This design comes from an exercise in tuning for small area and a short achievable clock period on the open sky130 flow, not from production work. The RTL was checked by simulation tests, not by an equivalence proof against the original design.

==> flow/design.v (outline; a module is shown in full before it is edited, if it fits) <==
// module simple_ntt_core: 946 lines
// module ntt_fa: 4 lines
// module ntt_ha: 4 lines
module simple_ntt_core #(
  parameter int data_width      = 32,
  parameter int max_buffer_size = 4,
  parameter int modulus         = 3329,
  parameter int root            = 1729
) (
  input  logic                               clk,
  input  logic                               reset,
  input  logic [data_width-1:0]              input_buffer0,
  input  logic [data_width-1:0]              input_buffer1,
  input  logic [data_width-1:0]              input_buffer2,
  input  logic [data_width-1:0]              input_buffer3,
  input  logic [$clog2(max_buffer_size)-1:0] index,
  output logic [data_width-1:0]              output_buffer
);
  // ...
==> flow/flow/run.sh <==
#!/bin/bash
# The standard layout (standard.sh), except that the port buffers are
# made from the smallest buffer cell, and timing repair aims for a setup
# slack of 40 ns (a 15 ns period) instead of 0.
export BUFFER_PORTS_ARGS="-buffer_cell sky130_fd_sc_hd__buf_1"
export SETUP_SLACK_MARGIN=40
bash standard.sh > standard.log 2>&1
==> flow/standard.sh <==
#!/bin/bash
# synth_recipe.tcl (not shown) runs the flow's synth.tcl, then flattens the netlist and writes it again
# the make line also repeats each setting of config.mk as NAME=value (left out here)
make -C /OpenROAD-flow-scripts/flow DESIGN_CONFIG=/design/flow/config.mk WORK_HOME=/design/flow/orfs CLKGATE_MAP_FILE= SYNTH_SCRIPT=/design/flow/synth_recipe.tcl "${@:-finish}"
==> flow/config.mk <==
export PLATFORM = sky130hd
export DESIGN_NAME = simple_ntt_core
export DESIGN_NICKNAME = simple_ntt_core
export VERILOG_FILES = /design/flow/design.v
export SDC_FILE = /design/flow/constraint.sdc
export NUM_CORES = 4
export LEC_CHECK = 0
export CAP_MARGIN = 20
export CORE_MARGIN = 2
export CORE_UTILIZATION = 40
export CTS_BUF_LIST = sky130_fd_sc_hd__clkbuf_4
export SLEW_MARGIN = 20
export SYNTH_HIERARCHICAL = 1
export SYNTH_MINIMUM_KEEP_SIZE = 0
==> flow/constraint.sdc <==
create_clock -name core_clock -period 55.0 [get_ports {clk}]
set_input_delay 11.0000 -clock core_clock [delete_from_list [all_inputs] [get_ports {clk}]]
set_output_delay 11.0000 -clock core_clock [all_outputs]
set_load 0.01 [all_outputs]
==> impl_metrics.env, run 1 <==
export IMPL_wl_met3_um=753
export IMPL_crit_cells=16
export IMPL_use_met3=0.0221
export IMPL_stdcell_count=1316
export IMPL_relSlewSlack=0.362
export IMPL_critPathLaunch="index[0]"
export IMPL_grt_pass1_vias=6642
export IMPL_grt_busiest_layer="met2"
export IMPL_num_nonclk_buffers=182
export IMPL_synthTopCellsByArea="fa_1, dfxtp_1, ha_1"
export IMPL_finalSetupViolations=0
export IMPL_synth_most_common_cell="fa_1"
export IMPL_crit_chain="clkbuf_16, buf_16, xor2_2, ha_2, inv_2, fa_1, fa_2, fa_2, fa_2, fa_1, inv_1, fa_1, inv_2, ha_4, ha_4, fa_1"
export IMPL_core_area_sq_um=25300
export IMPL_grt_overflow_total=0
export IMPL_timing_rr_start="k_r[1]"
export IMPL_drt_met1_wl_um=9490
export IMPL_status="timing/DRC/antenna clean"
export IMPL_rsz0062_at_grt="yes"
export IMPL_multi_input_area_share=0.736
export IMPL_yosys_area_share_simple=0.0323
export IMPL_r2r_worst_path_cells=33
export IMPL_muxShareOfSynthArea=0.0261
export IMPL_row_count=58
export IMPL_n_all_inverters=118
export IMPL_final_common_cell="fa_1"
export IMPL_grt_max_degree=34
export IMPL_fp_dieH_um=164
export IMPL_preCtsSetupSlack_ps=38400
export IMPL_hpwl_um=18400
export IMPL_antenna_found_initial=1
export IMPL_synth_edf_count=0
export IMPL_synth_async_reset_ratio=0.241
export IMPL_place_inst=1262
export IMPL_die_area_sq_um=27000
export IMPL_worstHoldEndpoint="y_r[8]"
export IMPL_cts_hold_buf=0
export IMPL_synth_largest_area_cell="fa_1"
export IMPL_num_antenna_cells=1
export IMPL_multiInputGateArea_sq_um=8840
export IMPL_crit_path_end_kind="register"
==> inputs of run 2 (changes only) <==
==> flow/flow/run.sh (replaced) <==
#!/bin/bash
# The standard layout (standard.sh), except that the port buffers are
# made from the smallest buffer cell and the constant outputs share one tie cell.
export BUFFER_PORTS_ARGS="-buffer_cell sky130_fd_sc_hd__buf_1"
export SKIP_REPAIR_TIE_FANOUT=1
bash standard.sh > standard.log 2>&1
--- a/flow/config.mk
+++ b/flow/config.mk
@@ -11,2 +11,3 @@
 export CTS_BUF_LIST = sky130_fd_sc_hd__clkbuf_4
+export GPL_TIMING_DRIVEN = 1
 export SLEW_MARGIN = 20
==> impl_metrics.env, run 2 <==
export IMPL_place_gp_congestion=0.889
export IMPL_synth_async_reset_ratio=0.241
export IMPL_drt_total_wl_um=20000
export IMPL_synthTopCellsByArea="fa_1, dfxtp_1, ha_1"
export IMPL_fin_setup_tns_ps=0
export IMPL_status="timing/DRC/antenna clean"
export IMPL_synth_most_common_cell="fa_1"
export IMPL_dr_pass1_iters=4
export IMPL_ys_warn_count=7
export IMPL_postLayoutCellArea_sq_um=11100
export IMPL_grtUsageTotal=0.160
export IMPL_crit_path_end_kind="register"
export IMPL_relSlewSlack=0.462
export IMPL_die_area_sq_um=27000
export IMPL_vias=5701
export IMPL_fin_crit_sh=0.295
export IMPL_finalSetupViolations=0
export IMPL_drive_gt1_frac=0.0323
export IMPL_hpwl_um=18700
export IMPL_rsz0062_at_grt="no"
export IMPL_antenna_found_initial=2
export IMPL_synth_top_area_share=0.551
export IMPL_cts_hold_buf=0
export IMPL_cts_setup_buffers=0
export IMPL_final_common_cell="fa_1"
export IMPL_cap_violations=0
export IMPL_crit_arrival_ps=16510
export IMPL_ys_types=43
export IMPL_viasPerCell=4.52
export IMPL_path_clk_slew_ps=110
export IMPL_htree_levels=3
export IMPL_cts_tree="yes"
export IMPL_top_regs="rs: 21 flops, rt: 21 flops, y_r: 13 flops"
export IMPL_wire_per_inst_um=15.9
export IMPL_worst_setup_path_start_kind="input pin"
export IMPL_grt_overflow_total=0
export IMPL_ant_nets=0
export IMPL_row_count=58
export IMPL_ys_seq_area_frac=0.120
export IMPL_die_x_um=164
export IMPL_critical_path_class="input pin to register"
export IMPL_synth_edf_count=0
export IMPL_drc=0
export IMPL_hold_viol_final=0
export IMPL_ios=164
export IMPL_cts_buffer_depth=2
export IMPL_first_iter_violations=194
export IMPL_synth_largest_area_cell="fa_1"
export IMPL_fin_nets=1407
export IMPL_synth_commonest_cells="fa_1, inv_1, xor2_1"
export IMPL_syn_cell_area_sq_um=10300
export IMPL_crit_required_ps=55300
export IMPL_core_area_sq_um=25300
export IMPL_root_buffer="clkbuf_4"
export IMPL_ctsResizeCount=0
export IMPL_clock_sinks=58
export IMPL_numCtsBuffers=9
export IMPL_period_minus_slack_ps=16210
export IMPL_syn_inst=810
export IMPL_placed_area_sq_um=11000
export IMPL_path_max_fanout=55
export IMPL_fmaxAchievable_mhz=61.7
export IMPL_fin_skew_ps=23.9
export IMPL_synth_top_flop_cell="dfxtp_1"
export IMPL_area_growth_pct=8.22
export IMPL_ys_ff_latch=58
export IMPL_grt_pass1_wl_um=32700
export IMPL_grt_max_degree=56
export IMPL_fillers=2381
export IMPL_start_util=0.407
export IMPL_tightest_slew_ps=807
export IMPL_place_port_buffers=143
export IMPL_slew_violations=0
export IMPL_hold_path_class="register to register"
export IMPL_fp_dieH_um=164
export IMPL_grt_pass1_vias=6485
export IMPL_clk_latency_ps=440
export IMPL_layout_common_cells="fa_1, buf_1, inv_1"
export IMPL_syn_avg_cell_area_sq_um=12.7
[run 2: cell counts after synthesis]
Identical to the previous run, type by type.
[run 2: worst paths after layout]
path / start / end / slack, ps / cells past startpoint
max in group asynchronous: reset / y_r[2] / 44110 / 2
min reg2reg: v_r / y_r[1] / 690 / 1
max reg2reg: k_r[0] / y_r[11] / 41110 / 34
max: index[0] / rs[10] / 38790 / 14
min in group asynchronous: reset / y_r[12] / 10530 / 2
min: v_r / y_r[1] / 690 / 1
[run 2: cell type report]
type | count | area (sq um) | share of cell area
flip-flops and latches | 58 | 1230 | 0.111
repair buffers | 146 | 563 | 0.0506
well taps | 330 | 413 | 0.0371
multi-input cells | 592 | 8360 | 0.751
clock inverters | 5 | 46.3 | 0.00416
clock buffers | 10 | 75.1 | 0.00674
diodes | 1 | 2.50 | 0.000225
inverters | 118 | 443 | 0.0398
[run 2: through the flow]
step | cells | hold slack, ps | setup slack (ps) | utilization
5_1_grt | 1260 | 750 | 38540 | 0.441
6_report | 1260 | 687 | 38790 | 0.441
3_5_place_dp | 1244 | 689 | 38320 | 0.436
3_3_place_gp | 1244 | 684 | 38460 | 0.436
2_1_floorplan | 810 | 480 | 39150 | -
4_1_cts | 1259 | 706 | 38790 | 0.441
[run 2: critical path, cell delays in order]
cell,delay [ps]
clkbuf_4,240
buf_4,680
xor2_1,160
ha_1,230
fa_1,700
inv_1,110
fa_1,560
fa_1,440
fa_1,460
fa_1,410
fa_1,440
fa_1,410
ha_1,210
fa_1,430
[run 2: modules after synthesis (local to each module, per instance)]
module           cells  copies in the design
ntt_ha               1                    26
ntt_fa               1                   283
simple_ntt_core    501                     1
[run 2: metal layers]
layer / track usage / up-vias / part of all wire
met1: 0.223 / 2847 / 0.47
met5: 0 / - / 0.00065
met3: 0.0246 / 20 / 0.047
met2: 0.263 / 157 / 0.47
met4: 0.0403 / 2 / 0.017
li1: - / 2675 / -
[run 2: cells by family (layout without fill, tap and decap cells)]
kind of cell / after synthesis / after routing / synth area share
buffers and inverters: 160 / 279 / 0.0679
multiplexers: 24 / 24 / 0.0261
other: 2 / 3 / 0.000730
AO/OA/AOI/OAI: 47 / 47 / 0.0275
AND/OR/NAND/NOR: 59 / 59 / 0.0323
XOR/XNOR: 110 / 110 / 0.0936
adder cells (fa/ha/maj): 350 / 350 / 0.632
flip-flops: 58 / 58 / 0.120
==> inputs of run 3 (changes only) <==
--- a/flow/config.mk
+++ b/flow/config.mk
@@ -11,3 +11,2 @@
 export CTS_BUF_LIST = sky130_fd_sc_hd__clkbuf_4
-export GPL_TIMING_DRIVEN = 1
 export SLEW_MARGIN = 20
==> impl_metrics.env, run 3 <==
export IMPL_synth_top_area_share=0.551
export IMPL_vias=5701
export IMPL_synth_top_flop_cell="dfxtp_1"
export IMPL_synth_async_reset_ratio=0.241
export IMPL_fin_skew_ps=23.9
export IMPL_finalSetupViolations=0
export IMPL_multiInputGateArea_sq_um=8360
export IMPL_antenna_found_initial=2
export IMPL_r2r_end="y_r[11]"
export IMPL_area_growth_pct=8.22
export IMPL_grt_pass1_wl_um=32700
export IMPL_worst_setup_path_start_kind="input pin"
export IMPL_slowest_delay_ps=700
export IMPL_drc=0
export IMPL_path_max_fanout=55
export IMPL_place_port_buffers=143
export IMPL_hold_path_class="register to register"
export IMPL_fmaxAchievable_mhz=61.7
export IMPL_synth_most_common_cell="fa_1"
export IMPL_clock_sinks=58
export IMPL_r2r_slack_ps=41110
export IMPL_synth_commonest_cells="fa_1, inv_1, xor2_1"
export IMPL_hold_viol_final=0
export IMPL_core_area_sq_um=25300
export IMPL_ys_ff_latch=58
export IMPL_grtUsageTotal=0.160
export IMPL_cts_hold_buf=0
export IMPL_syn_cell_area_sq_um=10300
export IMPL_worstHoldEndpoint="y_r[1]"
export IMPL_fp_dieH_um=164
export IMPL_place_gp_congestion=0.889
export IMPL_row_count=58
export IMPL_fin_setup_tns_ps=0
export IMPL_grt_max_degree=56
export IMPL_wire_per_inst_um=15.9
export IMPL_slew_violations=0
export IMPL_cts_buffer_depth=2
export IMPL_critPathLaunch="index[0]"
export IMPL_critical_path_class="input pin to register"
export IMPL_top_regs="rs: 21 flops, rt: 21 flops, y_r: 13 flops"
export IMPL_crit_required_ps=55300
export IMPL_grt_overflow_total=0
export IMPL_hpwl_um=18700
export IMPL_drive_gt1_frac=0.0323
export IMPL_ant_nets=0
export IMPL_cts_setup_buffers=0
export IMPL_cap_violations=0
export IMPL_layout_common_cells="fa_1, buf_1, inv_1"
export IMPL_clk_latency_ps=440
export IMPL_crit_arrival_ps=16510
export IMPL_drt_total_wl_um=20000
export IMPL_synthTopCellsByArea="fa_1, dfxtp_1, ha_1"
export IMPL_synth_edf_count=0
export IMPL_syn_avg_cell_area_sq_um=12.7
export IMPL_first_iter_violations=194
export IMPL_rsz0062_at_grt="no"
export IMPL_cts_tree="yes"
export IMPL_ctsResizeCount=0
export IMPL_path_buf_inv=3
export IMPL_syn_inst=810
export IMPL_relSlewSlack=0.462
export IMPL_die_x_um=164
export IMPL_status="timing/DRC/antenna clean"
export IMPL_timing_rr_start="k_r[0]"
export IMPL_path_clk_slew_ps=110
export IMPL_final_common_cell="fa_1"
export IMPL_numCtsBuffers=9
export IMPL_regArea_sq_um=1230
export IMPL_ys_warn_count=7
export IMPL_dr_pass1_iters=4
export IMPL_whs_path_depth=1
export IMPL_ys_types=43
export IMPL_slowest_stage="fa_1"
export IMPL_tightest_slew_ps=807
export IMPL_period_minus_slack_ps=16210
export IMPL_root_buffer="clkbuf_4"
export IMPL_worst_hold_slack_ps=687
export IMPL_htree_levels=3
export IMPL_crit_chain="clkbuf_4, buf_4, xor2_1, ha_1, fa_1, inv_1, fa_1, fa_1, fa_1, fa_1, fa_1, fa_1, ha_1, fa_1"
export IMPL_crit_path_end_kind="register"
export IMPL_fillers=2381
export IMPL_grt_pass1_vias=6485
export IMPL_r2r_worst_path_cells=34
export IMPL_critPathTopFamily="adder cells"
export IMPL_start_util=0.407
export IMPL_min_from="v_r"
export IMPL_ys_seq_area_frac=0.120
export IMPL_viasPerCell=4.52
export IMPL_ios=164
export IMPL_fin_crit_sh=0.295
export IMPL_die_area_sq_um=27000
export IMPL_fin_nets=1407
export IMPL_path_common_cell="fa_1"
export IMPL_synth_largest_area_cell="fa_1"
-- run 3: cell counts after synthesis --
No cell type changed its count.
-- run 3: worst max-delay path by stage --
stage	end	slack, ps	cells after the start
floorplan	rs[10]	39150	14
detailed placement	rs[10]	38320	14
global placement	rs[10]	38460	14
global route	rs[10]	38540	14
finish	rs[10]	38790	14
CTS	rs[10]	38790	14
-- run 3: area by class of cell --
class	instances	share of cell area
Antenna cell	1	0.000225
Inverter	118	0.0398
Sequential cell	58	0.111
Clock buffer	10	0.00674
Timing Repair Buffer	146	0.0506
Clock inverter	5	0.00416
Multi-Input combinational cell	592	0.751
Tap cell	330	0.0371
-- run 3: routing by layer --
metal | share of wire | wire length, um | vias to the layer above | track usage
met4 | 0.017 | 332 | 2 | 0.0403
met3 | 0.047 | 936 | 20 | 0.0246
met2 | 0.47 | 9340 | 157 | 0.263
met5 | 0.00065 | 13 | - | 0
li1 | - | - | 2675 | -
met1 | 0.47 | 9370 | 2847 | 0.223
-- run 3: cells by family after synthesis --
kind of cell,Yosys count,share of synthesized area
AOI/OAI and AO/OA,47,0.0275
xor gates and xnor gates,110,0.0936
adders and majority gates,350,0.632
buffers and inverters,160,0.0679
DFF,58,0.120
muxes,24,0.0261
other,2,0.000730
and+or+nand+nor,59,0.0323
-- run 3: stage by stage --
stage | util | std cells | setup WS (ps) | instance area, sq um
after floorplan | - | 810 | 39150 | 10300
final | 0.441 | 1260 | 38790 | 11100
after global routing | 0.441 | 1260 | 38540 | 11100
after global placement | 0.436 | 1244 | 38460 | 11000
after detailed placement | 0.436 | 1244 | 38320 | 11000
after CTS | 0.441 | 1259 | 38790 | 11100
-- run 3: per-module statistics from Yosys, one instance, submodules excluded --
module           times used  flops+latches  cells inside
ntt_ha                   26              0             1
ntt_fa                  283              0             1
simple_ntt_core           1             58           501
==> inputs of run 4 (changes only) <==
==> flow/flow/run.sh (replaced) <==
#!/bin/bash
# The standard layout (standard.sh), except that the port buffers are
# made from the smallest buffer cell instead of the one ORFS picks.
export BUFFER_PORTS_ARGS="-buffer_cell sky130_fd_sc_hd__buf_1"
bash standard.sh > standard.log 2>&1
==> impl_metrics.env, run 4 <==
export IMPL_ys_ff_latch=58
export IMPL_hold_path_class="register to register"
export IMPL_hold_viol_final=0
export IMPL_period_minus_slack_ps=16260
export IMPL_whs_path_depth=1
export IMPL_finalSetupViolations=0
export IMPL_synth_top_area_share=0.551
export IMPL_crit_required_ps=55290
export IMPL_critical_path_class="input pin to register"
export IMPL_synth_most_common_cell="fa_1"
export IMPL_status="timing/DRC/antenna clean"
export IMPL_ys_types=43
export IMPL_grt_max_degree=55
export IMPL_die_area_sq_um=27000
export IMPL_viasPerCell=4.49
export IMPL_top_regs="rs: 21 flops, rt: 21 flops, y_r: 13 flops"
export IMPL_drc=0
export IMPL_ys_warn_count=7
export IMPL_cts_hold_buf=0
export IMPL_slowest_delay_ps=690
export IMPL_slew_violations=0
export IMPL_wire_per_inst_um=15.4
export IMPL_vias=5738
export IMPL_grt_pass1_vias=6453
export IMPL_ys_seq_area_frac=0.120
export IMPL_htree_levels=3
export IMPL_clock_sinks=58
export IMPL_synthAdderAreaFrac=0.632
export IMPL_tightest_slew_ps=809
export IMPL_slowest_stage="fa_1"
export IMPL_grt_overflow_total=0
export IMPL_fp_dieH_um=164
export IMPL_place_gp_congestion=0.860
export IMPL_muxShareOfSynthArea=0.0261
export IMPL_syn_avg_cell_area_sq_um=12.7
export IMPL_place_inst=1263
export IMPL_path_clk_slew_ps=110
export IMPL_placed_area_sq_um=11100
export IMPL_ctsResizeCount=0
export IMPL_synth_xor_area_frac=0.0936
export IMPL_synth_commonest_cells="fa_1, inv_1, xor2_1"
export IMPL_timing_rr_start="k_r[0]"
export IMPL_preCtsSetupSlack_ps=38270
export IMPL_place_port_buffers=143
export IMPL_numCtsBuffers=9
export IMPL_syn_cell_area_sq_um=10300
export IMPL_rsz0062_at_grt="no"
export IMPL_syn_inst=810
export IMPL_yosys_area_share_simple=0.0323
export IMPL_dr_pass1_iters=4
export IMPL_min_from="v_r"
export IMPL_synth_top_flop_cell="dfxtp_1"
export IMPL_start_util=0.407
export IMPL_fmaxAchievable_mhz=61.5
export IMPL_path_common_cell="fa_1"
export IMPL_utilization=0.443
export IMPL_worst_setup_path_start_kind="input pin"
export IMPL_synth_top_family_by_area="adder cells"
export IMPL_synth_largest_area_cell="fa_1"
export IMPL_worstHoldEndpoint="y_r[1]"
export IMPL_fin_crit_sh=0.296
export IMPL_fin_skew_ps=26.2
export IMPL_multiInputGateArea_sq_um=8430
export IMPL_stdcell_count=1278
export IMPL_hpwl_um=18500
export IMPL_r2r_slack_ps=41140
export IMPL_die_x_um=164
export IMPL_ios=164
export IMPL_crit_chain="clkbuf_4, buf_4, xor2_1, ha_1, fa_1, inv_1, fa_1, fa_1, fa_1, fa_1, fa_1, fa_1, ha_1, fa_1"
export IMPL_fin_setup_tns_ps=0
export IMPL_r2r_worst_path_cells=34
export IMPL_path_max_fanout=54
export IMPL_grtUsageTotal=0.157
export IMPL_root_buffer="clkbuf_4"
export IMPL_area_growth_pct=8.62
export IMPL_clk_latency_ps=420
export IMPL_final_common_cell="fa_1"
export IMPL_crit_path_end_kind="register"
export IMPL_first_iter_violations=159
export IMPL_r2r_end="y_r[11]"
export IMPL_synth_compound_area_frac=0.0275
export IMPL_antenna_found_initial=2
export IMPL_regArea_sq_um=1230
export IMPL_ant_nets=0
export IMPL_fin_nets=1426
export IMPL_postLayoutCellArea_sq_um=11200
export IMPL_core_area_sq_um=25300
export IMPL_cts_tree="yes"
export IMPL_synthTopCellsByArea="fa_1, dfxtp_1, ha_1"
export IMPL_fin_ws_ps=38740
export IMPL_crit_arrival_ps=16550
export IMPL_drt_total_wl_um=19700
export IMPL_fillers=2409
export IMPL_relSlewSlack=0.461
export IMPL_layout_common_cells="fa_1, buf_1, inv_1"
export IMPL_cts_buffer_depth=2
export IMPL_synth_edf_count=0
export IMPL_cts_setup_buffers=0
export IMPL_drive_gt1_frac=0.0327
export IMPL_synth_async_reset_ratio=0.241
export IMPL_grt_pass1_wl_um=32400
export IMPL_cap_violations=0
export IMPL_row_count=58
run 4: cell counts after synthesis:
Identical to the previous run, type by type.
run 4: worst max-delay path, delay by kind of cell:
kind / cells / cell delay, ps
buf+inv: 3 / 1040
fa+ha+maj: 10 / 4270
xor+xnor: 1 / 190
run 4: cell families after synthesis:
kind of cell,after synthesis
and+or+nand+nor,59
muxes,24
AOI/OAI and AO/OA,47
other,2
buffers and inverters,160
xor gates and xnor gates,110
adders and majority gates,350
DFF,58
run 4: modules after synthesis, one instance, submodules excluded:
| module | area, sq um | times used | flops+latches | cells inside |
|---|---|---|---|---|
| simple_ntt_core | 4300 | 1 | 58 | 501 |
| ntt_fa | 20.0 | 283 | 0 | 1 |
| ntt_ha | 12.5 | 26 | 0 | 1 |
run 4: worst max path at each step:
stage	startpoint	endpoint	slack [ps]	cells after the start
after global placement	index[0]	rs[10]	38430	14
after floorplan	index[0]	rs[10]	39150	14
after detailed placement	index[0]	rs[10]	38270	14
final	index[0]	rs[10]	38740	14
after CTS	index[0]	rs[10]	38760	14
after global routing	index[0]	rs[10]	38530	16
run 4: cell type report:
type / count / share of cell area
Timing Repair Buffer: 146 / 0.0504
Antenna cell: 1 / 0.000224
Inverter: 118 / 0.0396
Sequential cell: 58 / 0.110
Tap cell: 330 / 0.0369
Clock buffer: 9 / 0.00605
Multi-Input combinational cell: 611 / 0.754
Clock inverter: 5 / 0.00213
run 4: routing by layer:
metal | share of wire | track usage | up-vias
met5 | 0.00066 | 0 | -
met4 | 0.011 | 0.0308 | 2
met3 | 0.053 | 0.0241 | 14
met2 | 0.47 | 0.262 | 185
met1 | 0.46 | 0.221 | 2851
li1 | - | - | 2686
run 4: stage by stage:
step	hold WS [ps]
floorplan	480
global placement	682
detailed placement	675
CTS	695
global route	762
finish	694

## what the ideal ports hide
No port has a modelled driver above. Below, the same layouts with a new extraction and two added sets of constraints. Step 1, drivers: a clkbuf_16 drives clk and a buf_2 each remaining input, both assumed. Step 2, shift: input delay + t, output delay - t, t = (earliest + latest rising clock arrival at the registers) / 2. This alone moves slack from input paths to output paths. Slacks: ideal ports / drivers / drivers and shift; pairs: ideal ports / drivers.
run	t, ns	setup WS [ns]	hold WS [ns]	worst setup path at the end	slew at the worst register clock pin (ns)
run 1	0.468	39.809 / 39.764 / 39.297	0.696 / 0.696 / 0.696	input to register	0.09 / 0.09
run 2	0.462	38.790 / 38.800 / 38.338	0.687 / 0.687 / 0.687	input to register	0.11 / 0.11
run 3	0.462	38.790 / 38.800 / 38.338	0.687 / 0.687 / 0.687	input to register	0.11 / 0.11
run 4	0.442	38.742 / 38.753 / 38.311	0.694 / 0.694 / 0.694	input to register	0.11 / 0.11
After both steps every run listed still meets setup and hold. For run 1, which loses most, drivers alone change the setup slack by -0.045 ns; drivers and shift together by -0.512 ns.
